From an optimization exercise on the open Yosys and OpenROAD flow, aimed at small area; shortcuts taken in it are not production practice. Where RTL was checked, it was by simulation tests only, not by an equivalence proof against the original. For run 2, only the layout was checked, not whether the RTL still works. Power is estimated from default activity; no workload was simulated.

$ cat design.v
package ex_isa_pkg;
    typedef enum logic [6-1:0] {
        OPC_MOV   = 6'h00,
        OPC_ADD   = 6'h01,
        OPC_SUB   = 6'h02,
        OPC_AND   = 6'h03,
        OPC_OR    = 6'h04,
        OPC_XOR   = 6'h05,
        OPC_SHL   = 6'h06,
        OPC_SHR   = 6'h07,
        OPC_CMP   = 6'h08,
        OPC_JCC   = 6'h09,
        OPC_MOVI  = 6'h10,
        OPC_ADDI  = 6'h11,
        OPC_SUBI  = 6'h12,
        OPC_ANDI  = 6'h13,
        OPC_ORI   = 6'h14,
        OPC_XORI  = 6'h15,
        OPC_CMPI  = 6'h16,
        OPC_ADDS  = 6'h20,
        OPC_SUBS  = 6'h21,
        OPC_MOVIS = 6'h30,
        OPC_ADDIS = 6'h31,
        OPC_SUBIS = 6'h32
    } opcode_e;
    typedef enum logic [4-1:0] {
        CC_RA = 4'd0,
        CC_EQ = 4'd1,
        CC_NE = 4'd2,
        CC_LT = 4'd3,
        CC_GT = 4'd4,
        CC_GE = 4'd5,
        CC_LE = 4'd6,
        CC_BT = 4'd7,
        CC_AT = 4'd8,
        CC_BE = 4'd9,
        CC_AE = 4'd10
    } cc_e;
    typedef struct packed {
        opcode_e                  opcode;
        logic [4-1:0] tgt;
        logic [4-1:0] src;
        cc_e                      cc;
        logic [24-6-2*4-4-1:0] pad;
    } r_form_t;
    typedef struct packed {
        opcode_e                  opcode;
        logic [4-1:0] tgt;
        logic [24-6-4-12-1:0] pad;
        logic [12-1:0]     imm;
    } i_form_t;
    typedef union packed {
        r_form_t r;
        i_form_t i;
    } instr_u;
endpackage
package ex_pipe_pkg;
    typedef struct packed {
        logic z;
        logic c;
        logic n;
        logic v;
    } flags_t;
    typedef struct packed {
        logic [24-1:0] src_val;
        logic [24-1:0] tgt_val;
        logic [24-1:0] imm_val;
    } operands_t;
    typedef struct packed {
        logic                     valid;
        logic                     we;
        logic [4-1:0] tgt;
        logic [24-1:0]    data;
    } result_t;
    typedef struct packed {
        logic                  taken;
        logic [24-1:0] pc;
    } branch_t;
endpackage
`timescale 1ns/1ps
module ex_regfile (
    input  logic [16*24-1:0] regs,
    input  logic [16-1:0]            tsel,
    input  logic [16-1:0]            ssel,
    input  logic                              t_xsel,
    input  logic [24-1:0]             t_x,
    input  logic                              s_xsel,
    input  logic [24-1:0]             s_x,
    output logic [24-1:0]             t_val,
    output logic [24-1:0]             s_val
);
    for (genvar j = 0; j < 24; j++) begin : g_bit
        logic [16:0] td, sd;
        for (genvar i = 0; i < 16; i++) begin : g_reg
            assign td[i] = regs[i*24 + j];
        end
        assign sd = {s_x[j], td[15:0]};
        ex_rf_bit t_i (.d({t_x[j], td[15:0]}), .s({t_xsel, tsel}), .y(t_val[j]));
        ex_rf_bit s_i (.d(sd), .s({s_xsel, ssel}), .y(s_val[j]));
    end
endmodule
module ex_rf_bit (
    input  logic [16:0] d,
    input  logic [16:0] s,
    output logic        y
);
    logic [4:0] n;
    for (genvar k = 0; k < 5; k++) begin : g_aoi
        ex_rf_aoi222 a_i (.a0(d[3*k]), .b0(s[3*k]), .a1(d[3*k+1]), .b1(s[3*k+1]),
                          .a2(d[3*k+2]), .b2(s[3*k+2]), .y(n[k]));
    end
    ex_rf_fin c_i (.n(n[4:0]), .a0(d[15]), .b0(s[15]), .a1(d[16]), .b1(s[16]), .y(y));
endmodule
module ex_rf_aoi222 (
    input  logic a0, b0, a1, b1, a2, b2,
    output logic y
);
    assign y = ~((a0 & b0) | (a1 & b1) | (a2 & b2));
endmodule
module ex_rf_fin (
    input  logic [4:0] n,
    input  logic       a0, b0, a1, b1,
    output logic       y
);
    assign y = ~(&n & ~((a0 & b0) | (a1 & b1)));
endmodule
`timescale 1ns/1ps
module ex_alu (
    input  logic [24-1:0] a,         
    input  logic [24-1:0] b,         
    input  logic                  sub,
    input  logic                  sel_sum,
    input  logic                  sel_and,
    input  logic                  sel_or,
    input  logic                  sel_xor,
    input  logic                  sel_shl,
    input  logic                  sel_shr,
    output logic [24-1:0] res,
    output logic                  cout,
    output logic                  ovf,
    output logic                  big        
);
    localparam int W = 24;
    logic [W-1:0] bx, g, p, sum;
    logic [W-1:0] gg, pp;
    logic [W:0]   c;
    assign bx = b ^ {W{sub}};
    assign g  = a & bx;
    assign p  = a ^ bx;
    always_comb begin
        gg = g;
        pp = p;
        gg[0] = g[0] | (p[0] & sub);
        for (int d = 1; d < W; d = d * 2)
            for (int i = 2 * d - 1; i < W; i += 2 * d) begin
                gg[i] = gg[i] | (pp[i] & gg[i-d]);
                pp[i] = pp[i] & pp[i-d];
            end
        for (int d = 8; d >= 1; d = d / 2)
            for (int i = 3 * d - 1; i < W; i += 2 * d) begin
                gg[i] = gg[i] | (pp[i] & gg[i-d]);
                pp[i] = pp[i] & pp[i-d];
            end
    end
    assign c    = {gg, sub};
    assign sum  = p ^ c[W-1:0];
    assign cout = c[W];
    assign ovf  = c[W] ^ c[W-1];
    logic [W-1:0] x, y;
    assign big = (|b[W-1:5]) | (b[4] & b[3]);
    always_comb begin
        for (int i = 0; i < W; i++) x[i] = sel_shl ? a[W-1-i] : a[i];
        y = x;
        for (int k = 0; k < 5; k++)
            if (b[k]) y = y >> (1 << k);
    end
    logic sel_g, sel_p, en_shr, en_shl;
    assign sel_g  = sel_and | sel_or;
    assign sel_p  = sel_or | sel_xor;
    assign en_shr = sel_shr & ~big;
    assign en_shl = sel_shl & ~big;
    always_comb
        for (int i = 0; i < W; i++)
            res[i] = (sel_sum & sum[i]) | (sel_g & g[i]) | (sel_p & p[i]) |
                     (en_shr & y[i]) | (en_shl & y[W-1-i]);
endmodule
`timescale 1ns/1ps
module ex_result_reg (
    input  logic [3:0] cc,
    input  logic [3:0] flags,
    output logic       hit
);
    logic fz, fc, fn, fv, lt;
    assign {fz, fc, fn, fv} = flags;
    assign lt = fn ^ fv;
    always_comb begin
        case (cc)
            4'd0:  hit = 1'b1;
            4'd1:  hit = fz;
            4'd2:  hit = ~fz;
            4'd3:  hit = lt;
            4'd4:  hit = ~fz & ~lt;
            4'd5:  hit = ~lt;
            4'd6:  hit = fz | lt;
            4'd7:  hit = fc;
            4'd8:  hit = ~fz & ~fc;
            4'd9:  hit = fc | fz;
            4'd10: hit = ~fc;
            default: hit = 1'b0;
        endcase
    end
endmodule
`timescale 1ns/1ps
module ex_stage (
    input  logic                  iw_clk,
    input  logic                  iw_rst,
    input  logic                  instr_valid,
    input  logic [24-1:0] instr,     
    input  logic [24-1:0] pc,
    output logic [24+5:0] result,    
    output logic [24:0]   branch,    
    output logic [3:0]            flags      
);
    localparam int W = 24;
    localparam int N = 16;
    logic [5:0]  opc;
    logic [3:0]  ta, sa, cc;
    logic [11:0] imm;
    assign opc = instr[23:18];
    assign ta  = instr[17:14];
    assign sa  = instr[13:10];
    assign cc  = instr[9:6];
    assign imm = instr[11:0];
    logic op_mov, op_movis, op_add, op_sub, op_cmp, op_adds, op_subs;
    logic op_and, op_or, op_xor, op_shl, op_shr, op_jcc;
    always_comb begin
        {op_mov, op_movis, op_add, op_sub, op_cmp, op_adds, op_subs} = '0;
        {op_and, op_or, op_xor, op_shl, op_shr, op_jcc} = '0;
        case (opc)
            6'h00, 6'h10: op_mov   = 1'b1;
            6'h30:        op_movis = 1'b1;
            6'h01, 6'h11: op_add   = 1'b1;
            6'h02, 6'h12: op_sub   = 1'b1;
            6'h08, 6'h16: op_cmp   = 1'b1;
            6'h20, 6'h31: op_adds  = 1'b1;
            6'h21, 6'h32: op_subs  = 1'b1;
            6'h03, 6'h13: op_and   = 1'b1;
            6'h04, 6'h14: op_or    = 1'b1;
            6'h05, 6'h15: op_xor   = 1'b1;
            6'h06:        op_shl   = 1'b1;
            6'h07:        op_shr   = 1'b1;
            6'h09:        op_jcc   = 1'b1;
            default: ;
        endcase
    end
    logic moveop, signed_op, sub, wr, upd_z, sext;
    assign moveop    = op_mov | op_movis;
    assign signed_op = op_adds | op_subs;
    assign sub       = op_sub | op_cmp | op_subs;
    assign wr        = moveop | op_add | op_sub | signed_op | op_and | op_or |
                       op_xor | op_shl | op_shr;
    assign upd_z     = wr | op_cmp;
    assign sext      = (opc == 6'h30) || (opc == 6'h31) || (opc == 6'h32);
    logic [N*W-1:0] regs;
    logic [N-1:0]   vld;
    logic [W-1:0]   res;
    logic           we;
    assign we = instr_valid & wr;
    always_ff @(posedge iw_clk) begin
        for (int i = 0; i < N; i++)
            if (we && ta == i) regs[i*W +: W] <= res;
    end
    always_ff @(posedge iw_clk or posedge iw_rst) begin
        if (iw_rst)
            vld <= '0;
        else
            for (int i = 0; i < N; i++)
                if (we && ta == i) vld[i] <= 1'b1;
    end
    logic [N-1:0] tsel, ssel;
    logic [W-1:0] a, b;
    always_comb
        for (int i = 0; i < N; i++) begin
            tsel[i] = vld[i] && (ta == i) && !op_jcc && !moveop;
            ssel[i] = vld[i] && (sa == i) && !opc[4];
        end
    ex_regfile rf_i (
        .regs   (regs),
        .tsel   (tsel),
        .ssel   (ssel),
        .t_xsel (op_jcc),
        .t_x    (pc),
        .s_xsel (opc[4]),
        .s_x    ({{(W-12){sext & imm[11]}}, imm}),
        .t_val  (a),
        .s_val  (b)
    );
    logic cout, ovf, big;
    ex_alu alu_i (
        .a       (a),
        .b       (b),
        .sub     (sub),
        .sel_sum (moveop | op_add | sub | signed_op | op_jcc),
        .sel_and (op_and),
        .sel_or  (op_or),
        .sel_xor (op_xor),
        .sel_shl (op_shl),
        .sel_shr (op_shr),
        .res     (res),
        .cout    (cout),
        .ovf     (ovf),
        .big     (big)
    );
    logic [3:0] fl, nfl, fl_out;
    logic       zsrc, zq, z;
    logic       hit;
    logic [W-1:0] r_data;
    assign z      = zsrc ? (r_data == '0) : zq;
    assign fl_out = {z, fl[2:0]};
    ex_result_reg cond_i (.cc(cc), .flags(fl_out), .hit(hit));
    always_comb begin
        nfl = fl;
        if (op_add)               nfl[2] = cout;
        if (op_sub | op_cmp)      nfl[2] = ~cout;
        if (signed_op | op_movis) nfl[1] = res[W-1];
        if (signed_op)            nfl[0] = ovf;
        if (op_movis)             nfl[0] = 1'b0;
        if (op_shl | op_shr)      nfl[0] = big;
    end
    logic         r_valid, r_we, r_taken;
    logic [3:0]   r_tgt;
    always_ff @(posedge iw_clk or posedge iw_rst) begin
        if (iw_rst) begin
            r_valid <= 1'b0;
            r_we    <= 1'b0;
            r_taken <= 1'b0;
            fl      <= '0;
            zsrc    <= 1'b0;
            zq      <= 1'b0;
        end else begin
            r_valid <= instr_valid;
            r_we    <= we;
            r_taken <= instr_valid & op_jcc & hit;
            zsrc    <= instr_valid & upd_z;
            zq      <= z;
            if (instr_valid)
                fl <= nfl;
        end
    end
    always_ff @(posedge iw_clk) begin
        r_tgt  <= ta;
        r_data <= res;
    end
    assign result = {r_valid, r_we, r_tgt, r_data};
    assign branch = {r_taken, r_data};
    assign flags  = fl_out;
endmodule
$ cat run.sh
#!/bin/bash
# synth_recipe.tcl (not shown) runs the flow's synth.tcl, then flattens the netlist and writes it again
# the make line also repeats each setting of config.mk as NAME=value (left out here)
make -C /OpenROAD-flow-scripts/flow DESIGN_CONFIG=/design/flow/config.mk WORK_HOME=/design/flow/orfs CLKGATE_MAP_FILE= SYNTH_SCRIPT=/design/flow/synth_recipe.tcl finish
$ cat config.mk
export PLATFORM = sky130hd
export DESIGN_NAME = ex_stage
export DESIGN_NICKNAME = ex_stage
export VERILOG_FILES = /design/flow/design.v
export SDC_FILE = /design/flow/constraint.sdc
export NUM_CORES = 4
export LEC_CHECK = 0
export CAP_MARGIN = 20
export CORE_MARGIN = 2
export CORE_UTILIZATION = 45
export CTS_BUF_LIST = sky130_fd_sc_hd__clkbuf_8
export GPL_TIMING_DRIVEN = 0
export SETUP_SLACK_MARGIN = 0
export SLEW_MARGIN = 20
export SYNTH_HIERARCHICAL = 1
$ cat constraint.sdc
create_clock -name core_clock -period 8.0 [get_ports {iw_clk}]
set_input_delay 1.6000 -clock core_clock [delete_from_list [all_inputs] [get_ports {iw_clk}]]
set_output_delay 1.6000 -clock core_clock [all_outputs]
set_load 0.01 [all_outputs]
==> key figures, run 1 <==
Status
  – Status: no timing/DRC/antenna violations

Place
  – Placed cells: 2293
  – IO Port Bufs: 108
  – Routability Congestion: 0.9675
  – Detailed placement HPWL: 53630 um

Floorplanning
  – Rows: between 70 and 80
  – Die ar.: ~0.049 mm^2
  – Core ar.: 0.04656 mm^2
  – Initial Utilization: 45.52%
  – Die Wd: 221.0 um
  – Io pins: 110
  – Die height: 221.0 um

Global route
  – All-Layer GR Usage: 33.03%
  – Total grt overflow: 0
  – Initial antenna violation count: 3
  – Global-route wire length before repair: ~120000 um
  – Vias in the first global route: 17080
  – Largest net degree at the start of global routing: 27

Yosys
  – Mux cell area share after synthesis: 4.546%
  – Ys async rst share: between 5 and 6%
  – Count of cell types in the netlist: around 80
  – Seq/Total Area, Yosys: 59.89%
  – Adder-cell share of the synthesized area: between 2 and 3%
  – Top cell type's share of synthesized area: 54.41%
  – Most frequent cell after synthesis: edfxtp_1
  – Post-synth top cells: edfxtp_1 (384), a222oi_1 (250), nand2_1 (83)
  – Ys flop type: edfxtp_1
  – Yosys top cell by area: edfxtp_1
  – Largest family of logic cells by synthesized area: compound AO/OA/AOI/OAI gates
  – #FFs+latches synth: ~440
  – Synth Area per Inst: 13.87 um^2
  – Synth warn: 9
  – Syn Inst Count: 1528
  – Synth top area cells: edfxtp_1 (54%), a222oi_1 (12%), dfrtp_1 (2.8%)
  – Post-synthesis xor/xnor area fraction: 1.116%
  – Mapped Nets: 1615
  – Simple-gate share of the synthesized area: 9.452%
  – Synth Cell Area: roughly 0.021 mm^2
  – Post-synth EDFFs: 384
  – Complex-gate fraction of the synthesized area: 19.73%

Worst hold path
  – Hold Path Class: reg -> reg

Clock tree
  – Clock latency on the worst-skew pair: 660 ps
  – H-tree depth: 3
  – CTS Buffer Depth: 3
  – Cts hold-fix bufs: 0
  – Reg clk slew, reported paths: 60 ps
  – CTS root buf: clkbuf_8
  – Sink Count: 436
  – CTS tree: done
  – TritonCTS Buffers: 72

Timing
  – Fmax: 128.0 MHz
  – Final Hold Fails: 0
  – Clock skew: 34.90 ps
  – Slew margin rel.: 26.95%
  – Least-Margin Pin Slew: ~1100 ps
  – Period Utilization, post-route: between 90% and 100%
  – Final setup violation count: 0
  – Final Critical Period: 7812 ps
  – Slew Viols, Final: 0

Setup path
  – Crit path DAT: 8200 ps
  – Worst Setup End Kind: flip-flop
  – Crit path kind: in -> reg
  – CP max FO: 12
  – Worst path required time: 8390 ps
  – Crit start category: input port

Detailed routing
  – # DRC: 0
  – Iteration-0 DRC Markers: 3351
  – Vias per std cell: about 7.3
  – Final wirelength: roughly 85000 um
  – TritonRoute pass-1 iters: 11
  – ANT nets after route: 0
  – Routed WL per cell: around 35 um
  – Total number of vias: ~18000

Layout
  – Layout Cells excl Fill: between 2000 and 2500
  – FF+latch area: roughly 0.013 mm^2
  – Synth-to-layout area growth: 20.47%
  – Ratio of cells with drive above 1 in the final layout: 17.99%
  – Fillers: 3800
  – Area of the multi-input gates: between 0.008 and 0.009 mm^2
  – Post-layout net count: 1868

Power and ir drop
  – VDD IR max: 141.5 uV
  – PD cells: 218.4 mW/mm^2
  – LEAKAGE: between 0.009 and 0.01 uW
  – Tot Pwr: 5577 uW

Job
  – Max_cap viols: 0
## area by class of cell
| type | instances | share of cell area [%] |
|---|---|---|
| diodes | 4 | 0.03920 |
| plain buffers | 74 | 1.745 |
| clock buffers | 76 | 4.097 |
| clock inverters | 46 | 0.9262 |
| inverters | 33 | 0.4852 |
| multi-input cells | 1002 | 33.37 |
| flip-flops and latches | 436 | 49.71 |
| well taps | 607 | 2.975 |
| repair buffers | 162 | 6.655 |
## modules after synthesis, one instance, submodules excluded, excerpt
module / flip-flops and latches / cells inside / area [um^2] / times used
ex_stage: 436 / 648 / 13990 / 1
ex_alu: 0 / 431 / 3535 / 1
ex_result_reg: 0 / 17 / 125.1 / 1
ex_rf_fin: 0 / 4 / 23.77 / 48
ex_rf_aoi222: 0 / 1 / 10.01 / 240
## timing repair
item,4_1_cts,5_1_grt
setup endpoints to repair,281,189
cloned,9,9
resized for setup,34,33
pin swaps,9,12
setup buffers,1,3
## per-stage QoR
stage	TNS (ps)	setup WS [ps]	util [%]	hold slack, ps	cell area [um^2]
after floorplan	0	286.3	-	436.3	21190
after global placement	-1655410	-5348	49.47	466.2	23030
after detailed placement	-307600	-1440	51.17	472.1	23820
after CTS	0	4.776	54.36	498.6	25310
after global routing	-0.7567	-0.7363	54.83	534.4	25520
final	0	188.3	54.84	517.6	25530
## layout by cell type (no fill, tap or decap), drive strengths merged, types with 13 or more instances in the layout
| cell type | count |
|---|---|
| or3 | 53 |
| clkdlybuf4s50 | 106 |
| a21oi | 38 |
| a22o | 48 |
| mux2 | 17 |
| a21o | 13 |
| nor2 | 51 |
| buf | 98 |
| dfrtp | 24 |
| ha | 24 |
| clkbuf | 107 |
| dfxtp | 28 |
| o21bai | 14 |
| a222oi | 250 |
| nand3 | 58 |
| nor4 | 14 |
| nand2b | 18 |
| clkinv | 22 |
| xor2 | 26 |
| mux2i | 19 |
| inv | 51 |
| mux4 | 24 |
| o21ai | 27 |
| and3 | 58 |
| edfxtp | 384 |
| nand2 | 83 |
## flip-flops by register name (all words and copies together), names as in the netlist
name / count
regs: 384
r_data: 24
vld: 16
r_tgt: 4
flags: 3
r_taken: 1
r_valid: 1
r_we: 1
zq: 1
zsrc: 1
## worst paths after layout
check,end,from,slack [ps],cells after the start
max in group asynchronous,vld[14],iw_rst,6220,2
setup reg to reg,regs[359],vld[12],1760,21
hold reg to reg,vld[3],vld[3],520,1
min in group asynchronous,zq,iw_rst,1350,2
hold / removal,vld[3],vld[3],520,1
setup / recovery,regs[359],instr[21],190,23
## worst max-delay path, cell delays in order
cell and delay [ps]:
clkdlybuf4s50_1 580, or4bb_1 570, o31ai_4 80, buf_4 230, a21oi_2 180, and3_4 320
a222oi_1 400, nand3_1 260, or3_1 470, mux2_2 320, fa_1 410, a21o_1 220
nand4_1 130, a21oi_1 110, or2_2 350, a31oi_2 220, o21bai_1 120, fa_2 440
and3_1 190, a221oi_1 250, o31a_1 240, o311ai_4 210, buf_4 270
## where the power goes
part	total (uW)	switching, uW	leakage, uW	internal [uW]
registers	2680	64.6	0.00406	2610
clock network	1820	908	0.000724	910
logic	1080	674	0.00454	408
## cells by family (layout without fill, tap and decap cells)
logic type | after synthesis | after routing
AOI/OAI and AO/OA | 479 | 479
xor gates and xnor gates | 27 | 27
adders and majority gates | 37 | 37
buffers and inverters | 108 | 391
DFF | 436 | 436
muxes | 60 | 60
other | 0 | 4
and+or+nand+nor | 381 | 399
## layer usage
layer | vias up | part of all wire (%) | track usage [%]
li1 | 7271 | - | -
met1 | 8949 | 37 | 44.55
met2 | 1436 | 45 | 50.48
met3 | 247 | 13 | 7.263
met4 | 0 | 5.8 | 16.69
met5 | - | 0 | 0
==> run 2: changes to the inputs <==
--- a/design.v
+++ b/design.v
@@ -89,40 +89,14 @@
     output logic [24-1:0]             t_val,
     output logic [24-1:0]             s_val
 );
-    for (genvar j = 0; j < 24; j++) begin : g_bit
-        logic [16:0] td, sd;
-        for (genvar i = 0; i < 16; i++) begin : g_reg
-            assign td[i] = regs[i*24 + j];
+    always_comb begin
+        t_val = t_xsel ? t_x : '0;
+        s_val = s_xsel ? s_x : '0;
+        for (int i = 0; i < 16; i++) begin
+            t_val = t_val | (regs[i*24 +: 24] & {24{tsel[i]}});
+            s_val = s_val | (regs[i*24 +: 24] & {24{ssel[i]}});
         end
-        assign sd = {s_x[j], td[15:0]};
-        ex_rf_bit t_i (.d({t_x[j], td[15:0]}), .s({t_xsel, tsel}), .y(t_val[j]));
-        ex_rf_bit s_i (.d(sd), .s({s_xsel, ssel}), .y(s_val[j]));
-    end
-endmodule
-module ex_rf_bit (
-    input  logic [16:0] d,
-    input  logic [16:0] s,
-    output logic        y
-);
-    logic [4:0] n;
-    for (genvar k = 0; k < 5; k++) begin : g_aoi
-        ex_rf_aoi222 a_i (.a0(d[3*k]), .b0(s[3*k]), .a1(d[3*k+1]), .b1(s[3*k+1]),
-                          .a2(d[3*k+2]), .b2(s[3*k+2]), .y(n[k]));
     end
-    ex_rf_fin c_i (.n(n[4:0]), .a0(d[15]), .b0(s[15]), .a1(d[16]), .b1(s[16]), .y(y));
-endmodule
-module ex_rf_aoi222 (
-    input  logic a0, b0, a1, b1, a2, b2,
-    output logic y
-);
-    assign y = ~((a0 & b0) | (a1 & b1) | (a2 & b2));
-endmodule
-module ex_rf_fin (
-    input  logic [4:0] n,
-    input  logic       a0, b0, a1, b1,
-    output logic       y
-);
-    assign y = ~(&n & ~((a0 & b0) | (a1 & b1)));
 endmodule
 `timescale 1ns/1ps
 module ex_alu (
@@ -168,21 +142,19 @@
     assign ovf  = c[W] ^ c[W-1];
     logic [W-1:0] x, y;
     assign big = (|b[W-1:5]) | (b[4] & b[3]);
-    always_comb begin
+    always_comb
         for (int i = 0; i < W; i++) x[i] = sel_shl ? a[W-1-i] : a[i];
-        y = x;
-        for (int k = 0; k < 5; k++)
-            if (b[k]) y = y >> (1 << k);
+    assign y = x >> b[4:0];
+    always_comb begin
+        for (int i = 0; i < W; i++) begin
+            res[i] = (sel_sum & sum[i]) |
+                     (sel_and & g[i]) |
+                     (sel_or  & (g[i] | p[i])) |
+                     (sel_xor & p[i]) |
+                     (sel_shr & ~big & y[i]) |
+                     (sel_shl & ~big & y[W-1-i]);
+        end
     end
-    logic sel_g, sel_p, en_shr, en_shl;
-    assign sel_g  = sel_and | sel_or;
-    assign sel_p  = sel_or | sel_xor;
-    assign en_shr = sel_shr & ~big;
-    assign en_shl = sel_shl & ~big;
-    always_comb
-        for (int i = 0; i < W; i++)
-            res[i] = (sel_sum & sum[i]) | (sel_g & g[i]) | (sel_p & p[i]) |
-                     (en_shr & y[i]) | (en_shl & y[W-1-i]);
 endmodule
 `timescale 1ns/1ps
 module ex_result_reg (
--- a/config.mk
+++ b/config.mk
@@ -7,9 +7,7 @@
 export LEC_CHECK = 0
 export CAP_MARGIN = 20
 export CORE_MARGIN = 2
-export CORE_UTILIZATION = 45
-export CTS_BUF_LIST = sky130_fd_sc_hd__clkbuf_8
-export GPL_TIMING_DRIVEN = 0
-export SETUP_SLACK_MARGIN = 0
+export CORE_UTILIZATION = 40
+export SETUP_SLACK_MARGIN = 0.2
 export SLEW_MARGIN = 20
 export SYNTH_HIERARCHICAL = 1
==> run 2 against run 1 <==
  * Clock skew decreased by 9.6 ps
  * Clock power increased by 27%
  * Sequential power about the same
  * Via count increased by 7.7%
  * Largest cell class unchanged
==> key figures, run 2 <==
Status
  – Status: no timing/DRC/antenna violations

Global route
  – Largest net degree at the start of global routing: 33 (+22%)
  – Global-route wire length before repair: 133200 um (+13%)
  – Total grt overflow: 0 (unchanged)
  – Vias in the first global route: 18750 (+9.8%)
  – Initial antenna violation count: 2 (-1)
  – All-Layer GR Usage: 31.27% (-1.8 points)

Setup path
  – Worst path required time: 8340 ps (-50 ps)
  – Crit start category: input port
  – CP max FO: 20 (+8)
  – Crit path kind: in -> reg
  – Worst R2R Start: vld[3]
  – Worst Setup End Kind: flip-flop
  – Worst-case reg-to-reg path depth: 19 (-9.5%)
  – R2r endpoint: regs[239]
  – R2R Setup Slk: 2410 ps (+650 ps)
  – Crit path DAT: 7870 ps (-330 ps)

Power and ir drop
  – Reg power frac: 43.5% (-4.5 points)
  – PD cells: 220.6 mW/mm^2 (+1.0%)
  – Net Switching: 1682 uW (+2.1%)
  – Switching part of the total: 27.57% (-2.0 points)
  – Clock power share: 37.9% (+5.3 points)
  – LEAKAGE: 0.009823 uW (+5.3%)
  – VDD IR max: 169.8 uV (+20%)
  – Cell internal pwr: 4418 uW (+12%)
  – Gate power share: 18.6% (-0.8 points)

Timing
  – Worst hold margin: 513.2 ps (-4.390 ps)
  – Fmax: 133.0 MHz (+3.9%)
  – Setup ws final: 479.1 ps (+290.7 ps)
  – Clock skew: 25.34 ps (-9.560 ps)
  – Final setup TNS: 0 ps (unchanged)
  – RSZ-0062 raised after global routing: false
  – Final Critical Period: 7521 ps (-290.7 ps)
  – Slew margin rel.: 23.70% (-3.2 points)
  – Final Hold Fails: 0 (unchanged)
  – Slew Viols, Final: 0 (unchanged)
  – Final setup violation count: 0 (unchanged)
  – Period Utilization, post-route: 94.01% (-3.6 points)
  – Least-Margin Pin Slew: 1142 ps (+45.99 ps)

Yosys
  – Count of cell types in the netlist: 81 (+2.5%)
  – Ys async rst share: 5.505% (unchanged)
  – Post-synth EDFFs: 384 (unchanged)
  – #FFs+latches synth: 436 (unchanged)
  – Synth warn: 10 (+1)
  – Ys flop type: edfxtp_1
  – Synth top area cells: edfxtp_1 (50%), a22oi_1 (6.3%), a221oi_1 (2.9%)
  – Mapped Nets: 1928 (+19%)
  – Top cell type's share of synthesized area: 50.48% (-3.9 points)
  – Yosys top cell by area: edfxtp_1
  – Synth Area per Inst: 12.57 um^2 (-9.4%)
  – Most frequent cell after synthesis: edfxtp_1
  – Post-synth top cells: edfxtp_1 (384), a22oi_1 (191), nand2_1 (102)
  – Synth Cell Area: 0.02284 mm^2 (+7.8%)
  – Seq/Total Area, Yosys: 55.57% (-4.3 points)
  – Syn Inst Count: 1817 (+19%)

Clock tree
  – Cts hold-fix bufs: 0 (unchanged)
  – CTS root buf: clkbuf_16
  – H-tree depth: 2 (-1)
  – Post_cts resized: 0 (-100%)
  – CTS Buffer Depth: 3 (unchanged)
  – Reg clk slew, reported paths: 70 ps (about the same)
  – TritonCTS Buffers: 48 (-33%)
  – CTS tree: done
  – Sink Count: 436 (unchanged)
  – Postcts setup bufs: 0 (-1)
  – Clock latency on the worst-skew pair: 600 ps (-60 ps)

Layout
  – Post-layout net count: 2116 (+13%)
  – FF+latch area: 0.01269 mm^2 (unchanged)
  – Ratio of cells with drive above 1 in the final layout: 18.09% (+0.10 points)
  – Finished Cell Area: 0.02765 mm^2 (+8.3%)
  – Layout Cells excl Fill: 2801 (+15%)
  – Max reg flops: 384 (unchanged)
  – Fillers: 5031 (+32%)
  – Most frequent cells in the layout: edfxtp_1 (384), a22oi_1 (191), buf_4 (145)
  – Area of the multi-input gates: 0.009239 mm^2 (+8.4%)
  – Commonest non-fill, non-tap cell in the layout: edfxtp_1
  – Synth-to-layout area growth: 21.05%
  – Largest regs: regs: 384 flops, r_data: 24 flops, vld: 16 flops
  – Largest Register: regs
  – Antenna cells: 0 (-4)

Worst hold path
  – Hold-critical path depth: 1 (unchanged)
  – Hold Path Class: reg -> reg
  – Hold Path Sink: vld[9]
  – Hold Startpoint: vld[9]

Detailed routing
  – Total number of vias: 19270 (+7.7%)
  – # DRC: 0 (unchanged)
  – Final wirelength: 94490 um (+11%)
  – Vias per std cell: 6.881 (-6.2%)
  – Iteration-0 DRC Markers: 3547 (+5.8%)
  – ANT nets after route: 0 (unchanged)
  – TritonRoute pass-1 iters: 10 (-1)
  – Routed WL per cell: 33.74 um (-3.5%)

Place
  – Setup WS pre-CTS: 72.01 ps (+1512 ps)
  – Detailed placement HPWL: 61940 um (+15%)
  – IO Port Bufs: 109 (+0.93%)
  – Dpl cell area: 0.02597 mm^2 (+9.0%)
  – Placed cells: 2710 (+18%)
  – Routability Congestion: 1.042 (+7.6%)

Floorplanning
  – Die Wd: 243.0 um (+9.9%)
  – Core ar.: 0.05639 mm^2 (+21%)
  – Die ar.: 0.05903 mm^2 (+21%)
  – Die height: 243.0 um (+9.9%)
  – Initial Utilization: 40.51% (-5.0 points)
  – Rows: 87 (+10%)
  – Io pins: 110 (unchanged)

Job
  – Max_cap viols: 0 (unchanged)
-- run 2: cell count changes in the layout (fill, tap and decap cells not counted), moves of 21 or more --
| cell | delta |
|---|---|
| buf_4 | +95 |
| or3_1 | -49 |
| a22oi_1 | +185 |
| inv_1 | +26 |
| buf_12 | +21 |
| a221oi_1 | +71 |
| and3_4 | -37 |
| and3_1 | +81 |
| ha_1 | +24 |
| clkbuf_16 | +49 |
| clkbuf_8 | -67 |
| a222oi_1 | -202 |
| a221oi_2 | +25 |
-- run 2: worst max-delay path by stage --
stage	from	end	slack, ps	depth (start not counted)
floorplan	instr[22]	flags[1]	770	26
global placement	instr[21]	regs[71]	60	24
detailed placement	instr[21]	regs[335]	70	24
CTS	instr[21]	regs[239]	660	24
global route	instr[21]	regs[71]	280	24
finish	instr[21]	regs[239]	480	24
-- run 2: power groups by stage --
stage                     Combinational [uW]  Sequential, uW  Clock, uW
final                                   1140            2650       2310
after global routing                    1200            2660       2410
after CTS                               1110            2650       2330
after detailed placement                1110            2700          0
after global placement                  1100            2700          0
after floorplan                          579            2690          0
-- run 2: cell type report --
type / count / share of cell area (%)
Sequential cell: 436 / 45.90
Inverter: 77 / 1.045
Multi-Input combinational cell: 1156 / 33.41
Tap cell: 756 / 3.421
Clock buffer: 65 / 4.978
Clock inverter: 25 / 1.005
Timing Repair Buffer: 286 / 10.24
-- run 2: layer usage --
metal  routed length (um)  vias up  GRT usage, %  part of all wire [%]
met2                41900     1602         48.26                    44
met5                    0        -             0                     0
met4                 5874        0         16.38                   6.2
met3                12410      387         9.144                    13
met1                34300     9485         39.84                    36
li1                     -     7799             -                     -
-- run 2: metrics by stage --
step,power (uW),utilization (%)
2_1_floorplan,3272,-
3_3_place_gp,3792,45.92
3_5_place_dp,3806,46.05
4_1_cts,6098,48.99
5_1_grt,6271,49.04
6_report,6100,49.04
-- run 2: cells by family (layout without fill, tap and decap cells) --
kind of cell	count (synthesis)	count (layout)	synth area share, %
xor gates and xnor gates	30	30	1.150
adders and majority gates	61	61	3.725
buffers and inverters	225	453	4.870
and+or+nand+nor	396	396	8.868
muxes	70	70	4.546
DFF	436	436	55.57
AOI/OAI and AO/OA	599	599	21.28
-- run 2: per-module statistics from Yosys (local to each module, per instance) --
module | cells inside | copies in the design
ex_regfile | 596 | 1
ex_result_reg | 17 | 1
ex_alu | 556 | 1
ex_stage | 648 | 1
-- run 2: critical path: stages --
cell,delay [ps]
clkdlybuf4s50_1,480
or4bb_1,480
o31ai_1,90
buf_4,200
a21oi_1,120
and3_1,310
buf_4,320
a22oi_1,300
nand2_1,120
a221oi_1,300
nand3_1,290
ha_1,330
a21o_1,190
a21oi_1,290
a21oi_1,140
or2_2,310
a21oi_1,170
o21ai_0,170
fa_1,460
xor2_1,180
a221oi_1,260
o221ai_1,150
or3_1,390
buf_12,180
==> run 3: changes to the inputs <==
--- a/design.v
+++ b/design.v
@@ -89,14 +89,40 @@
     output logic [24-1:0]             t_val,
     output logic [24-1:0]             s_val
 );
-    always_comb begin
-        t_val = t_xsel ? t_x : '0;
-        s_val = s_xsel ? s_x : '0;
-        for (int i = 0; i < 16; i++) begin
-            t_val = t_val | (regs[i*24 +: 24] & {24{tsel[i]}});
-            s_val = s_val | (regs[i*24 +: 24] & {24{ssel[i]}});
+    for (genvar j = 0; j < 24; j++) begin : g_bit
+        logic [16:0] td, sd;
+        for (genvar i = 0; i < 16; i++) begin : g_reg
+            assign td[i] = regs[i*24 + j];
         end
+        assign sd = {s_x[j], td[15:0]};
+        ex_rf_bit t_i (.d({t_x[j], td[15:0]}), .s({t_xsel, tsel}), .y(t_val[j]));
+        ex_rf_bit s_i (.d(sd), .s({s_xsel, ssel}), .y(s_val[j]));
+    end
+endmodule
+module ex_rf_bit (
+    input  logic [16:0] d,
+    input  logic [16:0] s,
+    output logic        y
+);
+    logic [4:0] n;
+    for (genvar k = 0; k < 5; k++) begin : g_aoi
+        ex_rf_aoi222 a_i (.a0(d[3*k]), .b0(s[3*k]), .a1(d[3*k+1]), .b1(s[3*k+1]),
+                          .a2(d[3*k+2]), .b2(s[3*k+2]), .y(n[k]));
     end
+    ex_rf_fin c_i (.n(n[4:0]), .a0(d[15]), .b0(s[15]), .a1(d[16]), .b1(s[16]), .y(y));
+endmodule
+module ex_rf_aoi222 (
+    input  logic a0, b0, a1, b1, a2, b2,
+    output logic y
+);
+    assign y = ~((a0 & b0) | (a1 & b1) | (a2 & b2));
+endmodule
+module ex_rf_fin (
+    input  logic [4:0] n,
+    input  logic       a0, b0, a1, b1,
+    output logic       y
+);
+    assign y = ~(&n & ~((a0 & b0) | (a1 & b1)));
 endmodule
 `timescale 1ns/1ps
 module ex_alu (
@@ -115,8 +141,32 @@
     output logic                  big        
 );
     localparam int W = 24;
-    logic [W-1:0] bx, g, p, sum;
-    logic [W-1:0] gg, pp;
+    logic [W-1:0] g, p, sum, y;
+    ex_add add_i (.a(a), .b(b), .sub(sub), .g(g), .p(p), .sum(sum), .cout(cout), .ovf(ovf));
+    ex_shift shift_i (.a(a), .amt(b[4:0]), .rev(sel_shl), .y(y));
+    logic sel_g, sel_p, en_shr, en_shl;
+    assign big    = (|b[W-1:5]) | (b[4] & b[3]);
+    assign sel_g  = sel_and | sel_or;
+    assign sel_p  = sel_or | sel_xor;
+    assign en_shr = sel_shr & ~big;
+    assign en_shl = sel_shl & ~big;
+    for (genvar i = 0; i < W; i++) begin : g_res
+        ex_ao5 res_i (.s0(sel_sum), .d0(sum[i]), .s1(sel_g), .d1(g[i]), .s2(sel_p), .d2(p[i]),
+                      .s3(en_shr), .d3(y[i]), .s4(en_shl), .d4(y[W-1-i]), .y(res[i]));
+    end
+endmodule
+module ex_add (
+    input  logic [24-1:0] a,
+    input  logic [24-1:0] b,
+    input  logic                  sub,
+    output logic [24-1:0] g,
+    output logic [24-1:0] p,
+    output logic [24-1:0] sum,
+    output logic                  cout,
+    output logic                  ovf
+);
+    localparam int W = 24;
+    logic [W-1:0] bx, gg, pp;
     logic [W:0]   c;
     assign bx = b ^ {W{sub}};
     assign g  = a & bx;
@@ -140,21 +190,54 @@
     assign sum  = p ^ c[W-1:0];
     assign cout = c[W];
     assign ovf  = c[W] ^ c[W-1];
-    logic [W-1:0] x, y;
-    assign big = (|b[W-1:5]) | (b[4] & b[3]);
-    always_comb
-        for (int i = 0; i < W; i++) x[i] = sel_shl ? a[W-1-i] : a[i];
-    assign y = x >> b[4:0];
-    always_comb begin
-        for (int i = 0; i < W; i++) begin
-            res[i] = (sel_sum & sum[i]) |
-                     (sel_and & g[i]) |
-                     (sel_or  & (g[i] | p[i])) |
-                     (sel_xor & p[i]) |
-                     (sel_shr & ~big & y[i]) |
-                     (sel_shl & ~big & y[W-1-i]);
+endmodule
+module ex_shift (
+    input  logic [24-1:0] a,
+    input  logic [4:0]            amt,
+    input  logic                  rev,
+    output logic [24-1:0] y
+);
+    localparam int W = 24;
+    logic [W-1:0] l [6];    
+    for (genvar i = 0; i < W; i++) begin : g_rev
+        ex_mx2i m_i (.a(a[i]), .b(a[W-1-i]), .s(rev), .y(l[0][i]));
+    end
+    for (genvar k = 0; k < 5; k++) begin : g_lvl
+        for (genvar i = 0; i < W; i++) begin : g_bit
+            if (i + (1 << k) < W) begin : g_mux
+                ex_mx2i m_i (.a(l[k][i]), .b(l[k][i + (1 << k)]), .s(amt[k]), .y(l[k+1][i]));
+            end else if (k % 2 == 0) begin : g_fill_n
+                ex_nor2 f_i (.a(l[k][i]), .b(amt[k]), .y(l[k+1][i]));
+            end else begin : g_fill_t
+                ex_nand2b f_i (.a(l[k][i]), .b_n(amt[k]), .y(l[k+1][i]));
+            end
         end
     end
+    assign y = l[5];
+endmodule
+module ex_mx2i (
+    input  logic a, b, s,
+    output logic y
+);
+    assign y = ~(s ? b : a);
+endmodule
+module ex_nor2 (
+    input  logic a, b,
+    output logic y
+);
+    assign y = ~(a | b);
+endmodule
+module ex_nand2b (
+    input  logic a, b_n,
+    output logic y
+);
+    assign y = ~(a & ~b_n);
+endmodule
+module ex_ao5 (
+    input  logic s0, d0, s1, d1, s2, d2, s3, d3, s4, d4,
+    output logic y
+);
+    assign y = (s0 & d0) | (s1 & d1) | (s2 & d2) | (s3 & d3) | (s4 & d4);
 endmodule
 `timescale 1ns/1ps
 module ex_result_reg (
--- a/config.mk
+++ b/config.mk
@@ -7,7 +7,9 @@
 export LEC_CHECK = 0
 export CAP_MARGIN = 20
 export CORE_MARGIN = 2
-export CORE_UTILIZATION = 40
-export SETUP_SLACK_MARGIN = 0.2
+export CORE_UTILIZATION = 45
+export CTS_BUF_LIST = sky130_fd_sc_hd__clkbuf_8
+export GPL_TIMING_DRIVEN = 0
+export SETUP_SLACK_MARGIN = 0
 export SLEW_MARGIN = 20
 export SYNTH_HIERARCHICAL = 1
==> run 3 against run 2 <==
  * Setup slack got worse by 270 ps
  * Die area decreased by 19%
  * Still clean
  * Clock power decreased by 13%
  * Clock skew increased by 15 ps
  * Final area decreased by 10%
  * Largest power group unchanged
  * Critical path type unchanged
  * Utilization increased by 5.6 points
  * Sequential share of layout area increased by 5.1 points
  * Final cell count decreased by 16%
==> key figures, run 3 <==
Status
  – Status: no timing/DRC/antenna violations

Timing
  – Clock skew: 40.69 ps (+15.35 ps)
  – Final Critical Period: 7787 ps (+265.9 ps)
  – Final setup violation count: 0 (unchanged)
  – Slew Viols, Final: 0 (unchanged)
  – Fmax: 128.4 MHz (-3.4%)
  – Period Utilization, post-route: 97.34% (+3.3 points)
  – Least-Margin Pin Slew: 1114 ps (-27.66 ps)
  – Final setup TNS: 0 ps (unchanged)
  – RSZ-0062 raised after global routing: false
  – Final Hold Fails: 0 (unchanged)
  – Setup ws final: 213.1 ps (-265.9 ps)
  – Worst hold margin: 491.4 ps (-21.82 ps)
  – Slew margin rel.: 25.72% (+2.0 points)

Floorplanning
  – Core ar.: 0.04558 mm^2 (-19%)
  – Io pins: 110 (unchanged)
  – Rows: 78 (-10%)
  – Die Wd: 219.2 um (-9.8%)
  – Initial Utilization: 45.73% (+5.2 points)
  – Die ar.: 0.04806 mm^2 (-19%)
  – Die height: 219.2 um (-9.8%)

Yosys
  – Count of cell types in the netlist: 70 (-14%)
  – Post-synth top cells: edfxtp_1 (384), a222oi_1 (264), mux2i_1 (114)
  – Most frequent cell after synthesis: edfxtp_1
  – Ys async rst share: 5.505% (unchanged)
  – Ys flop type: edfxtp_1
  – Seq/Total Area, Yosys: 60.89% (+5.3 points)
  – Syn Inst Count: 1480 (-19%)
  – Synth Cell Area: 0.02084 mm^2 (-8.7%)
  – Synth warn: 11 (+1)
  – Post-synth EDFFs: 384 (unchanged)
  – Synth top area cells: edfxtp_1 (55%), a222oi_1 (13%), mux2i_1 (5.5%)
  – Top cell type's share of synthesized area: 55.32% (+4.8 points)
  – Synth Area per Inst: 14.08 um^2 (+12%)
  – Yosys top cell by area: edfxtp_1
  – #FFs+latches synth: 436 (unchanged)
  – Mapped Nets: 1567 (-19%)

Global route
  – Vias in the first global route: 16150 (-14%)
  – Total grt overflow: 0 (unchanged)
  – Global-route wire length before repair: 105500 um (-21%)
  – Initial antenna violation count: 3 (+1)
  – Largest net degree at the start of global routing: 27 (-18%)
  – All-Layer GR Usage: 30.48% (-0.79 points)

Power and ir drop
  – PD cells: 223.1 mW/mm^2 (+1.1%)
  – Gate power share: 16.4% (-2.2 points)
  – VDD IR max: 126.9 uV (-25%)
  – Switching part of the total: 27.72% (+0.15 points)
  – Reg power frac: 47.3% (+3.8 points)
  – LEAKAGE: 0.009190 uW (-6.4%)
  – Cell internal pwr: 4015 uW (-9.1%)
  – Clock power share: 36.3% (-1.6 points)
  – Net Switching: 1540 uW (-8.5%)

Setup path
  – Worst Setup End Kind: flip-flop
  – R2R Setup Slk: 1880 ps (-530 ps)
  – Crit path DAT: 8340 ps (+470 ps)
  – Worst path required time: 8550 ps (+210 ps)
  – Crit start category: input port
  – Crit path kind: in -> reg
  – CP max FO: 24 (+20%)

Layout
  – Most frequent cells in the layout: edfxtp_1 (384), a222oi_1 (264), mux2i_1 (114)
  – Post-layout net count: 1789 (-15%)
  – Commonest non-fill, non-tap cell in the layout: edfxtp_1
  – Largest regs: regs: 384 flops, r_data: 24 flops, vld: 16 flops
  – Finished Cell Area: 0.02490 mm^2 (-10%)
  – Ratio of cells with drive above 1 in the final layout: 14.71% (-3.4 points)
  – Max reg flops: 384 (unchanged)
  – Largest Register: regs
  – Synth-to-layout area growth: 19.44%

Clock tree
  – CTS root buf: clkbuf_8
  – Cts hold-fix bufs: 0 (unchanged)
  – Clock latency on the worst-skew pair: 670 ps (+70 ps)
  – H-tree depth: 3 (+1)
  – CTS tree: done
  – Reg clk slew, reported paths: 60 ps (about the same)
  – CTS Buffer Depth: 3 (unchanged)
  – TritonCTS Buffers: 74 (+54%)
  – Post_cts resized: 3 (+3)
  – Sink Count: 436 (unchanged)
  – Postcts setup bufs: 0 (unchanged)

Place
  – Routability Congestion: 0.9473 (-9.0%)
  – Setup WS pre-CTS: -782.7 ps (-854.7 ps)
  – Dpl cell area: 0.02335 mm^2 (-10%)
  – Detailed placement HPWL: 47710 um (-23%)
  – IO Port Bufs: 108 (-0.92%)

Detailed routing
  – Vias per std cell: 6.989 (+1.6%)
  – Routed WL per cell: 31.33 um (-7.1%)
  – TritonRoute pass-1 iters: 10 (unchanged)
  – Total number of vias: 16510 (-14%)
  – # DRC: 0 (unchanged)
  – Iteration-0 DRC Markers: 2936 (-17%)
  – Final wirelength: 74010 um (-22%)
  – ANT nets after route: 0 (unchanged)

Worst hold path
  – Hold Path Class: reg -> reg

Job
  – Max_cap viols: 0 (unchanged)
[run 3: cell count changes after synthesis, moves of 27 or more]
cell      delta
or3_1       +47
a22oi_1    -166
and3_1      -55
a222oi_1   +216
clkbuf_1    -62
a21oi_1     -27
a221oi_1    -76
o21ai_0     -31
mux2i_1     +88
inv_1       -45
[run 3: cell type report]
class	instances	area [um^2]
tap	600	750.7
multi-input combinational	967	7966
fill	3730	20680
inverter	31	116.4
timing repair buffer	146	1588
buffer	46	299.0
clock inverter	52	339.1
antenna	1	2.502
clock buffer	83	1142
sequential	436	12690
[run 3: per-module statistics from Yosys, one instance, submodules excluded, a selection]
module         times used  cells  flip-flops and latches
ex_nand2b              10      1                       0
ex_alu                  1     16                       0
ex_rf_aoi222          240      1                       0
ex_mx2i               113      1                       0
ex_result_reg           1     17                       0
ex_add                  1    151                       0
ex_rf_fin              48      4                       0
ex_stage                1    648                     436
ex_ao5                 24      3                       0
[run 3: path summary, 6_finish.rpt]
kind | from | end | depth (start not counted)
setup / recovery | instr[23] | flags[1] | 21
hold reg to reg | vld[12] | vld[12] | 1
setup reg to reg | vld[12] | flags[1] | 17
min in group asynchronous | iw_rst | r_valid | 2
hold / removal | vld[12] | vld[12] | 1
max in group asynchronous | iw_rst | vld[4] | 3
[run 3: layer usage]
layer | global-route usage [%] | vias to the layer above | share of wire [%]
met5 | 0 | - | 0
met4 | 11.19 | 0 | 2.8
met3 | 8.233 | 143 | 12
met2 | 47.43 | 1133 | 46
met1 | 41.01 | 8282 | 40
li1 | - | 6949 | -
[run 3: through the flow]
| stage | power [uW] | utilization (%) | instances |
|---|---|---|---|
| global placement | 3540 | 49.75 | 2188 |
| finish | 5554 | 54.63 | 2362 |
| detailed placement | 3558 | 51.23 | 2225 |
| floorplan | 3177 | - | 1480 |
| global route | 5742 | 54.62 | 2361 |
| CTS | 5553 | 54.51 | 2360 |
[run 3: logic make-up after synthesis]
logic type	Yosys count	share of synthesized area, %
AO/OA/AOI/OAI	411	18.25
XOR/XNOR	38	1.597
adder cells (fa/ha/maj)	37	2.641
buffers and inverters	77	1.993
flip-flops	436	60.89
multiplexers	116	5.583
AND/OR/NAND/NOR	365	9.046
[run 3: power by group through the flow]
stage               combinational, uW  clock, uW  sequential, uW
floorplan                         513          0            2660
global placement                  871          0            2670
detailed placement                889          0            2670
CTS                               895       2030            2620
global route                      974       2140            2630
finish                            913       2020            2620
[run 3: critical path, cell delays in order]
cell             delay (ps)
clkdlybuf4s50_1         470
clkbuf_1                240
nor2b_1                 210
o31ai_1                 510
a21oi_1                 240
and3_2                  520
a222oi_1                490
nand3_1                 310
or3_1                   520
ha_1                    380
o211ai_2                100
a21oi_2                 230
nand3b_2                220
a41oi_4                 180
nor3_2                  240
a211oi_2                 70
fa_1                    510
xnor2_1                 180
a222oi_1                450
nand2_4                 290
mux2_2                  340
==> run 4: changes to the inputs <==
==> flow/run.sh (new file) <==
#!/bin/bash
# Own layout flow: the standard flow (standard.sh, unchanged synthesis)
# with two changes to how the layout is made:
#  - port buffers are buf_1 instead of the default buffer cell,
#  - clock tree synthesis without dummy loads, with clkbuf_8 buffers and
#    sink clusters of up to 18 flip-flops.
# standard.sh's output goes to standard_flow.log here; ORFS keeps each
# step's own log under orfs/logs/.
set -euo pipefail
bash standard.sh \
  "BUFFER_PORTS_ARGS=-buffer_cell sky130_fd_sc_hd__buf_1" \
  "CTS_ARGS=-sink_clustering_enable -repair_clock_nets -buf_list sky130_fd_sc_hd__clkbuf_8 -sink_clustering_size 18 -sink_clustering_max_diameter 60 -dont_use_dummy_load" \
  finish > standard_flow.log 2>&1
==> standard.sh (new file) <==
#!/bin/bash
# synth_recipe.tcl (not shown) runs the flow's synth.tcl, then flattens the netlist and writes it again
# the make line also repeats each setting of config.mk as NAME=value (left out here)
make -C /OpenROAD-flow-scripts/flow DESIGN_CONFIG=/design/flow/config.mk WORK_HOME=/design/flow/orfs CLKGATE_MAP_FILE= SYNTH_SCRIPT=/design/flow/synth_recipe.tcl "${@:-finish}"
--- a/config.mk
+++ b/config.mk
@@ -8,8 +8,7 @@
 export CAP_MARGIN = 20
 export CORE_MARGIN = 2
 export CORE_UTILIZATION = 45
-export CTS_BUF_LIST = sky130_fd_sc_hd__clkbuf_8
 export GPL_TIMING_DRIVEN = 0
-export SETUP_SLACK_MARGIN = 0
+export SETUP_SLACK_MARGIN = 0.05
 export SLEW_MARGIN = 20
 export SYNTH_HIERARCHICAL = 1
removed: run.sh
==> run 4 against run 3 <==
  * Non-clock buffer count is 2 higher
  * Critical path type unchanged
  * Utilization down 3.7 points
  * Global-route usage is 0.17 points lower
  * Clock-buffer cell count shrank 48
  * Flip-flop and latch count unchanged
==> key figures, run 4 <==
Status
  – Status: no timing/DRC/antenna violations

Clock tree
  – H-tree depth: 2 (-1)
  – CTS Buffer Depth: 3 (unchanged)
  – CTS root buf: clkbuf_8
  – TritonCTS Buffers: 35 (-53%)
  – Reg clk slew, reported paths: 60 ps (about the same)
  – Postcts setup bufs: 0 (unchanged)
  – Sink Count: 436 (unchanged)
  – CTS tree: done
  – Post_cts resized: 1 (-2)
  – Clock latency on the worst-skew pair: 650 ps (-20 ps)
  – Cts hold-fix bufs: 0 (unchanged)

Yosys
  – Synth top area cells: edfxtp_1 (55%), a222oi_1 (13%), mux2i_1 (5.5%)
  – Mux cell area share after synthesis: 5.583% (unchanged)
  – Yosys top cell by area: edfxtp_1
  – Top cell type's share of synthesized area: 55.32% (unchanged)
  – Count of cell types in the netlist: 70 (unchanged)
  – Simple-gate share of the synthesized area: 9.046% (unchanged)
  – #FFs+latches synth: 436 (unchanged)
  – Mapped Nets: 1567 (unchanged)
  – Most frequent cell after synthesis: edfxtp_1
  – Largest family of logic cells by synthesized area: compound AO/OA/AOI/OAI gates
  – Adder-cell share of the synthesized area: 2.641% (unchanged)
  – Complex-gate fraction of the synthesized area: 18.25% (unchanged)
  – Ys async rst share: 5.505% (unchanged)
  – Post-synth EDFFs: 384 (unchanged)
  – Post-synth top cells: edfxtp_1 (384), a222oi_1 (264), mux2i_1 (114)
  – Syn Inst Count: 1480 (unchanged)
  – Seq/Total Area, Yosys: 60.89% (unchanged)
  – Post-synthesis xor/xnor area fraction: 1.597% (unchanged)
  – Synth warn: 11 (unchanged)
  – Synth Cell Area: 0.02084 mm^2 (unchanged)
  – Ys flop type: edfxtp_1
  – Synth Area per Inst: 14.08 um^2 (unchanged)

Floorplanning
  – Io pins: 110 (unchanged)
  – Die Wd: 219.2 um (unchanged)
  – Rows: 78 (unchanged)
  – Initial Utilization: 45.73% (unchanged)
  – Core ar.: 0.04558 mm^2 (unchanged)
  – Die ar.: 0.04806 mm^2 (unchanged)
  – Die height: 219.2 um (unchanged)

Timing
  – Final Critical Period: 7668 ps (-118.7 ps)
  – Fmax: 130.4 MHz (+1.5%)
  – RSZ-0062 raised after global routing: false
  – Setup ws final: 331.9 ps (+118.7 ps)
  – Clock skew: 118.3 ps (+77.62 ps)
  – Slew Viols, Final: 0 (unchanged)
  – Least-Margin Pin Slew: 868.3 ps (-245.8 ps)
  – Slew margin rel.: 41.97% (+16 points)
  – Final Hold Fails: 0 (unchanged)
  – Worst hold margin: 495.4 ps (+3.978 ps)
  – Period Utilization, post-route: 95.85% (-1.5 points)
  – Final setup violation count: 0 (unchanged)

Place
  – Detailed placement HPWL: 47940 um (+0.49%)
  – Routability Congestion: 0.9444 (-0.31%)
  – Setup WS pre-CTS: -617.5 ps (+165.2 ps)
  – IO Port Bufs: 108 (unchanged)
  – Dpl cell area: 0.02269 mm^2 (-2.8%)
  – Placed cells: 2227 (+0.090%)

Global route
  – Most used routing layer: met2
  – Global-route wire length before repair: 104800 um (-0.61%)
  – Vias in the first global route: 15700 (-2.8%)
  – Total grt overflow: 0 (unchanged)
  – Met2 GRT Util: 46.92% (-0.51 points)
  – Largest net degree at the start of global routing: 27 (unchanged)
  – Global Route met1 Usage: 41.91% (+0.91 points)
  – Met3 usage: 6.750% (-1.5 points)
  – All-Layer GR Usage: 30.31% (-0.17 points)
  – Initial antenna violation count: 2 (-1)

Power and ir drop
  – Switching part of the total: 28.89% (+1.2 points)
  – VDD IR max: 137.6 uV (+8.4%)
  – PD cells: 197.1 mW/mm^2 (-12%)
  – Clock power share: 24.1% (-12 points)
  – Cell internal pwr: 3255 uW (-19%)
  – Reg power frac: 57.3% (+10 points)
  – LEAKAGE: 0.008333 uW (-9.3%)
  – Tot Pwr: 4577 uW (-18%)
  – Gate power share: 18.6% (+2.2 points)
  – Net Switching: 1322 uW (-14%)

Layout
  – Max reg flops: 384 (unchanged)
  – Layout Cells excl Fill: 2266 (-4.1%)
  – Post-layout net count: 1752 (-2.1%)
  – Synth-to-layout area growth: 11.42%
  – Commonest non-fill, non-tap cell in the layout: edfxtp_1
  – Largest Register: regs
  – Finished Cell Area: 0.02322 mm^2 (-6.7%)
  – Largest regs: regs: 384 flops, r_data: 24 flops, vld: 16 flops
  – Ratio of cells with drive above 1 in the final layout: 11.49% (-3.2 points)
  – Most frequent cells in the layout: edfxtp_1 (384), a222oi_1 (264), mux2i_1 (114)

Detailed routing
  – Vias per std cell: 7.213 (+3.2%)
  – # DRC: 0 (unchanged)
  – Iteration-0 DRC Markers: 2878 (-2.0%)
  – Routed WL per cell: 32.51 um (+3.7%)
  – TritonRoute pass-1 iters: 12 (+2)
  – ANT nets after route: 0 (unchanged)
  – Final wirelength: 73660 um (-0.47%)
  – Total number of vias: 16340 (-0.99%)

Setup path
  – Crit path kind: in -> reg
  – Worst path required time: 8440 ps (-110 ps)
  – CP Cell Sequence: buf_2 -> buf_4 -> clkbuf_1 -> nor3b_1 -> and3_2 -> a222oi_1 -> nand3_1 -> or3_2 -> mux2i_1 -> fa_1 -> nand2b_1 -> a21oi_2 -> nand3b_2 -> a41oi_4 -> nor3_2 -> a211oi_2 -> fa_1 -> xnor2_1 -> a222oi_1 -> nand2_2 -> mux2_2
  – Slowest CP cell: and3_2
  – Crit start category: input port
  – Crit path DAT: 8110 ps (-230 ps)
  – Max stage delay on crit path: 810 ps (+290 ps)
  – Worst Setup End Kind: flip-flop
  – CP max FO: 26 (+8.3%)

Job
  – Max_cap viols: 0 (unchanged)

Worst hold path
  – Hold Path Class: reg -> reg
==> run 4: cell counts after synthesis <==
No cell type changed its count.
==> run 4: final timing paths <==
path | startpoint | to | slack [ps] | cells after the start
hold / removal | vld[15] | vld[15] | 500 | 1
setup / recovery | instr[22] | flags[1] | 330 | 21
hold reg to reg | vld[15] | vld[15] | 500 | 1
setup reg to reg | vld[11] | flags[1] | 1900 | 17
min in group asynchronous | iw_rst | flags[0] | 910 | 2
max in group asynchronous | iw_rst | vld[0] | 6720 | 3
==> run 4: layout make-up <==
| class | count | area [um^2] |
|---|---|---|
| Timing Repair Buffer | 148 | 929.6 |
| Multi-Input combinational cell | 967 | 7948 |
| Tap cell | 600 | 750.7 |
| Fill cell | 3907 | 22350 |
| Antenna cell | 3 | 7.507 |
| Inverter | 31 | 116.4 |
| Sequential cell | 436 | 12690 |
| Clock buffer | 35 | 481.7 |
| Buffer | 46 | 299.0 |
==> run 4: power by group through the flow <==
| stage | clock network [uW] | registers (uW) | logic [uW] |
|---|---|---|---|
| floorplan | 0 | 2660 | 513 |
| global placement | 0 | 2670 | 807 |
| CTS | 1110 | 2620 | 833 |
| detailed placement | 0 | 2670 | 828 |
| global route | 1180 | 2630 | 910 |
| finish | 1100 | 2620 | 852 |
==> run 4: kinds of logic (layout without fill, tap and decap cells) <==
group,Yosys count,after routing
xor+xnor,38,38
mux,116,116
other cells,0,3
flops,436,436
buf+inv,77,260
fa+ha+maj,37,37
simple gates,365,365
compound gates,411,411
==> run 4: Yosys stat by module, one instance, submodules excluded, excerpt <==
| module | cells inside | flip-flops and latches | copies in the design |
|---|---|---|---|
| ex_result_reg | 17 | 0 | 1 |
| ex_rf_fin | 4 | 0 | 48 |
| ex_nand2b | 1 | 0 | 10 |
| ex_add | 151 | 0 | 1 |
| ex_mx2i | 1 | 0 | 113 |
| ex_ao5 | 3 | 0 | 24 |
| ex_nor2 | 1 | 0 | 21 |
| ex_rf_aoi222 | 1 | 0 | 240 |
| ex_alu | 16 | 0 | 1 |
| ex_stage | 648 | 436 | 1 |
==> run 4: critical path: cells and delay by family <==
kind	cells	cell delay (ps)
simple gates	8	3270
buf+inv	3	550
fa+ha+maj	2	870
xor+xnor	1	170
mux	2	630
compound gates	5	960
==> run 4: through the flow <==
| step | util, % | TNS, ps |
|---|---|---|
| 2_1_floorplan | - | 0 |
| 3_3_place_gp | 48.27 | -1261600 |
| 3_5_place_dp | 49.79 | -24680 |
| 4_1_cts | 50.85 | 0 |
| 5_1_grt | 50.94 | 0 |
| 6_report | 50.96 | 0 |
==> run 4: layer usage <==
| metal | up-vias | wire length (um) |
|---|---|---|
| met2 | 1105 | 33370 |
| met5 | - | 0 |
| met1 | 8270 | 28990 |
| met4 | 0 | 2368 |
| met3 | 146 | 8931 |
| li1 | 6823 | - |
==> run 5: changes to the inputs <==
--- a/config.mk
+++ b/config.mk
@@ -8,7 +8,7 @@
 export CAP_MARGIN = 20
 export CORE_MARGIN = 2
 export CORE_UTILIZATION = 45
-export GPL_TIMING_DRIVEN = 0
+export GPL_TIMING_DRIVEN = 1
 export SETUP_SLACK_MARGIN = 0.05
 export SLEW_MARGIN = 20
 export SYNTH_HIERARCHICAL = 1
==> run 5 against run 4 <==
  * Still clean
  * Non-clock buffer count increased by 16
  * Clock skew decreased by 23 ps
  * Synthesized area unchanged
  * Critical path type unchanged
  * Largest cell class unchanged
==> key figures, run 5 <==
Place
  – IO Port Bufs: 109 (+0.93%)
  – Placed cells: 2244 (+0.76%)
  – Routability Congestion: 1.002 (+6.1%)
  – Detailed placement HPWL: 50050 um (+4.4%)

Setup path
  – Slowest CP cell: and3_1
  – Crit start category: input port
  – Max stage delay on crit path: 600 ps (-210 ps)
  – Crit path kind: in -> reg
  – CP max FO: 18 (-31%)
  – Worst Setup End Kind: flip-flop
  – Crit path launch: instr[22]
  – Buf/Inv on CP: 2 (-1)
  – Worst path required time: 8140 ps (-300 ps)
  – Worst path top cell family by delay: simple AND/OR/NAND/NOR gates
  – Crit path DAT: 7280 ps (-830 ps)
  – Worst R2R Start: vld[8]
  – CP Cell Sequence: clkbuf_2 -> or4bb_1 -> o31ai_1 -> buf_4 -> a21oi_1 -> and3_1 -> a222oi_1 -> nand3_1 -> or3_1 -> ha_1 -> a21oi_1 -> nand3b_2 -> a31oi_1 -> o21ai_0 -> fa_1 -> xor2_1 -> a222oi_1 -> nand2_1

Yosys
  – Count of cell types in the netlist: 70 (unchanged)
  – Synth warn: 11 (unchanged)
  – Most frequent cell after synthesis: edfxtp_1
  – Simple-gate share of the synthesized area: 9.046% (unchanged)
  – Mux cell area share after synthesis: 5.583% (unchanged)
  – Post-synth top cells: edfxtp_1 (384), a222oi_1 (264), mux2i_1 (114)
  – Seq/Total Area, Yosys: 60.89% (unchanged)
  – Yosys top cell by area: edfxtp_1
  – Top cell type's share of synthesized area: 55.32% (unchanged)
  – Synth Area per Inst: 14.08 um^2 (unchanged)
  – Post-synthesis xor/xnor area fraction: 1.597% (unchanged)
  – #FFs+latches synth: 436 (unchanged)
  – Adder-cell share of the synthesized area: 2.641% (unchanged)
  – Complex-gate fraction of the synthesized area: 18.25% (unchanged)
  – Ys async rst share: 5.505% (unchanged)
  – Synth top area cells: edfxtp_1 (55%), a222oi_1 (13%), mux2i_1 (5.5%)
  – Mapped Nets: 1567 (unchanged)
  – Post-synth EDFFs: 384 (unchanged)
  – Largest family of logic cells by synthesized area: compound AO/OA/AOI/OAI gates
  – Syn Inst Count: 1480 (unchanged)
  – Ys flop type: edfxtp_1
  – Synth Cell Area: 0.02084 mm^2 (unchanged)

Timing
  – Final Critical Period: 7139 ps (-529.1 ps)
  – Slew margin rel.: 18.17% (-24 points)
  – Slew Viols, Final: 0 (unchanged)
  – Period Utilization, post-route: 89.24% (-6.6 points)
  – Least-Margin Pin Slew: 1227 ps (+359.2 ps)
  – Fmax: 140.1 MHz (+7.4%)
  – Final setup TNS: 0 ps (unchanged)
  – RSZ-0062 raised after global routing: false
  – Final setup violation count: 0 (unchanged)
  – Final Hold Fails: 0 (unchanged)
  – Clock skew: 95.40 ps (-22.91 ps)

Power and ir drop
  – Switching part of the total: 28.68% (-0.20 points)
  – Net Switching: 1306 uW (-1.2%)
  – Gate power share: 18.6% (about the same)
  – PD cells: 197.4 mW/mm^2 (+0.17%)
  – VDD IR max: 132.8 uV (-3.4%)
  – LEAKAGE: 0.008419 uW (+1.0%)
  – Clock power share: 23.9% (-0.2 points)
  – Reg power frac: 57.5% (+0.2 points)
  – Cell internal pwr: 3247 uW (-0.24%)

Layout
  – Synth-to-layout area growth: 10.65%
  – Fillers: 3923 (+0.41%)
  – Largest regs: regs: 384 flops, r_data: 24 flops, vld: 16 flops
  – Layout Cells excl Fill: 2279 (+0.57%)
  – Antenna cells: 0 (-3)
  – Commonest non-fill, non-tap cell in the layout: edfxtp_1
  – Most frequent cells in the layout: edfxtp_1 (384), a222oi_1 (264), mux2i_1 (114)
  – Post-layout net count: 1768 (+0.91%)
  – Ratio of cells with drive above 1 in the final layout: 10.48% (-1.0 points)
  – Largest Register: regs
  – Max reg flops: 384 (unchanged)

Global route
  – Total grt overflow: 0 (unchanged)
  – Initial antenna violation count: 5 (+3)
  – Vias in the first global route: 15800 (+0.59%)
  – All-Layer GR Usage: 30.17% (-0.14 points)
  – Global-route wire length before repair: 104600 um (-0.21%)
  – Largest net degree at the start of global routing: 40 (+48%)

Worst hold path
  – Hold Startpoint: vld[14]
  – Hold Path Class: reg -> reg

Detailed routing
  – Vias per std cell: 7.228 (+0.21%)
  – Final wirelength: 73880 um (+0.30%)
  – Top sig layer: met4
  – Metal2 WL: 32650 um (-2.1%)
  – Iteration-0 DRC Markers: 3505 (+22%)
  – ANT nets after route: 0 (unchanged)
  – Wire length on met1: 28370 um (-2.2%)
  – # DRC: 0 (unchanged)
  – Total number of vias: 16470 (+0.79%)
  – Metal3 WL: 10050 um (+13%)
  – TritonRoute pass-1 iters: 11 (-1)
  – Routed WL per cell: 32.42 um (-0.27%)

Floorplanning
  – Io pins: 110 (unchanged)
  – Initial Utilization: 45.73% (unchanged)
  – Core ar.: 0.04558 mm^2 (unchanged)
  – Die height: 219.2 um (unchanged)
  – Die Wd: 219.2 um (unchanged)
  – Rows: 78 (unchanged)
  – Die ar.: 0.04806 mm^2 (unchanged)

Clock tree
  – Post_cts resized: 0 (-1)
  – CTS tree: done
  – CTS root buf: clkbuf_8
  – Clock latency on the worst-skew pair: 650 ps (about the same)
  – Cts hold-fix bufs: 0 (unchanged)
  – CTS Buffer Depth: 3 (unchanged)
  – Sink Count: 436 (unchanged)
  – Postcts setup bufs: 0 (unchanged)
  – TritonCTS Buffers: 35 (unchanged)
  – H-tree depth: 2 (unchanged)
  – Reg clk slew, reported paths: 70 ps (about the same)

Status
  – Status: no timing/DRC/antenna violations

Job
  – Max_cap viols: 0 (unchanged)
## run 5: cells by family (layout without fill, tap and decap cells)
family,count (synthesis),count (layout)
DFF,436,436
muxes,116,116
AOI/OAI and AO/OA,411,411
buffers and inverters,77,276
and+or+nand+nor,365,365
adders and majority gates,37,37
xor gates and xnor gates,38,38
## run 5: power by group through the flow
| stage | Clock, uW | Combinational, uW | Sequential (uW) |
|---|---|---|---|
| after global placement | 0 | 819 | 2670 |
| after floorplan | 0 | 513 | 2660 |
| after CTS | 1110 | 830 | 2620 |
| final | 1090 | 849 | 2620 |
| after global routing | 1180 | 904 | 2620 |
| after detailed placement | 0 | 827 | 2670 |
## run 5: metal layers
| layer | GRT usage, % | vias to the layer above |
|---|---|---|
| met2 | 45.83 | 1274 |
| met4 | 11.69 | 0 |
| li1 | - | 6837 |
| met3 | 7.817 | 190 |
| met5 | 0 | - |
| met1 | 41.54 | 8172 |
## run 5: path summary, 6_finish.rpt
path                            end  cells after the start  slack (ps)
min in group asynchronous    vld[5]                      2        1010
max in group asynchronous      r_we                      3        6400
hold reg to reg             vld[14]                      1         490
hold / removal              vld[14]                      1         490
setup / recovery           regs[87]                     18         860
setup reg to reg           regs[87]                     15        2230
## run 5: per-module statistics from Yosys, one instance, submodules excluded, a selection
module,copies in the design,flip-flops and latches
ex_nand2b,10,0
ex_result_reg,1,0
ex_rf_fin,48,0
ex_mx2i,113,0
ex_ao5,24,0
ex_alu,1,0
ex_nor2,21,0
ex_stage,1,436
ex_add,1,0
ex_rf_aoi222,240,0
## run 5: layout make-up
type	count	area, um^2	area share, %
flip-flops and latches	436	12690	55.03
multi-input cells	967	7821	33.91
repair buffers	210	1201	5.208
well taps	600	750.7	3.255
clock buffers	35	481.7	2.089
inverters	31	116.4	0.5045
## run 5: metrics by stage
stage	utilization (%)	setup WS, ps	instance area (um^2)	hold WS (ps)	total power [uW]
after floorplan	-	863.4	20840	436.3	3177
after global placement	49.49	595.0	22550	469.1	3486
after detailed placement	49.55	482.4	22580	472.6	3494
after CTS	50.60	1115	23060	495.1	4554
after global routing	50.60	484.5	23060	524.8	4707
final	50.60	861.0	23060	491.1	4553

-- what the ideal ports hide --
In the flow no input, the clock included, has a driving cell. The finished layouts below were timed again as built, in two steps.
Step 1 assumes that a clkbuf_16 drives the clock port and a buf_2 every other input.
Step 2 also shifts input and output timing later by t, the mid clock arrival at the registers, as if the neighbouring blocks saw the same clock.
Three values: ideal, step 1, step 2; two values: the first two.
run	t (ns)	slack for setup (ns)
run 1	0.695	0.188 / 0.192 / -0.502
run 2	0.647	0.479 / 0.501 / -0.146
run 3	0.701	0.213 / 0.241 / -0.460
run 4	0.638	0.332 / 0.364 / -0.274
run 5	0.662	0.861 / 0.866 / 0.204
With both steps, setup timing fails in run 1, run 2, run 3 and run 4, where it was met with ideal ports.
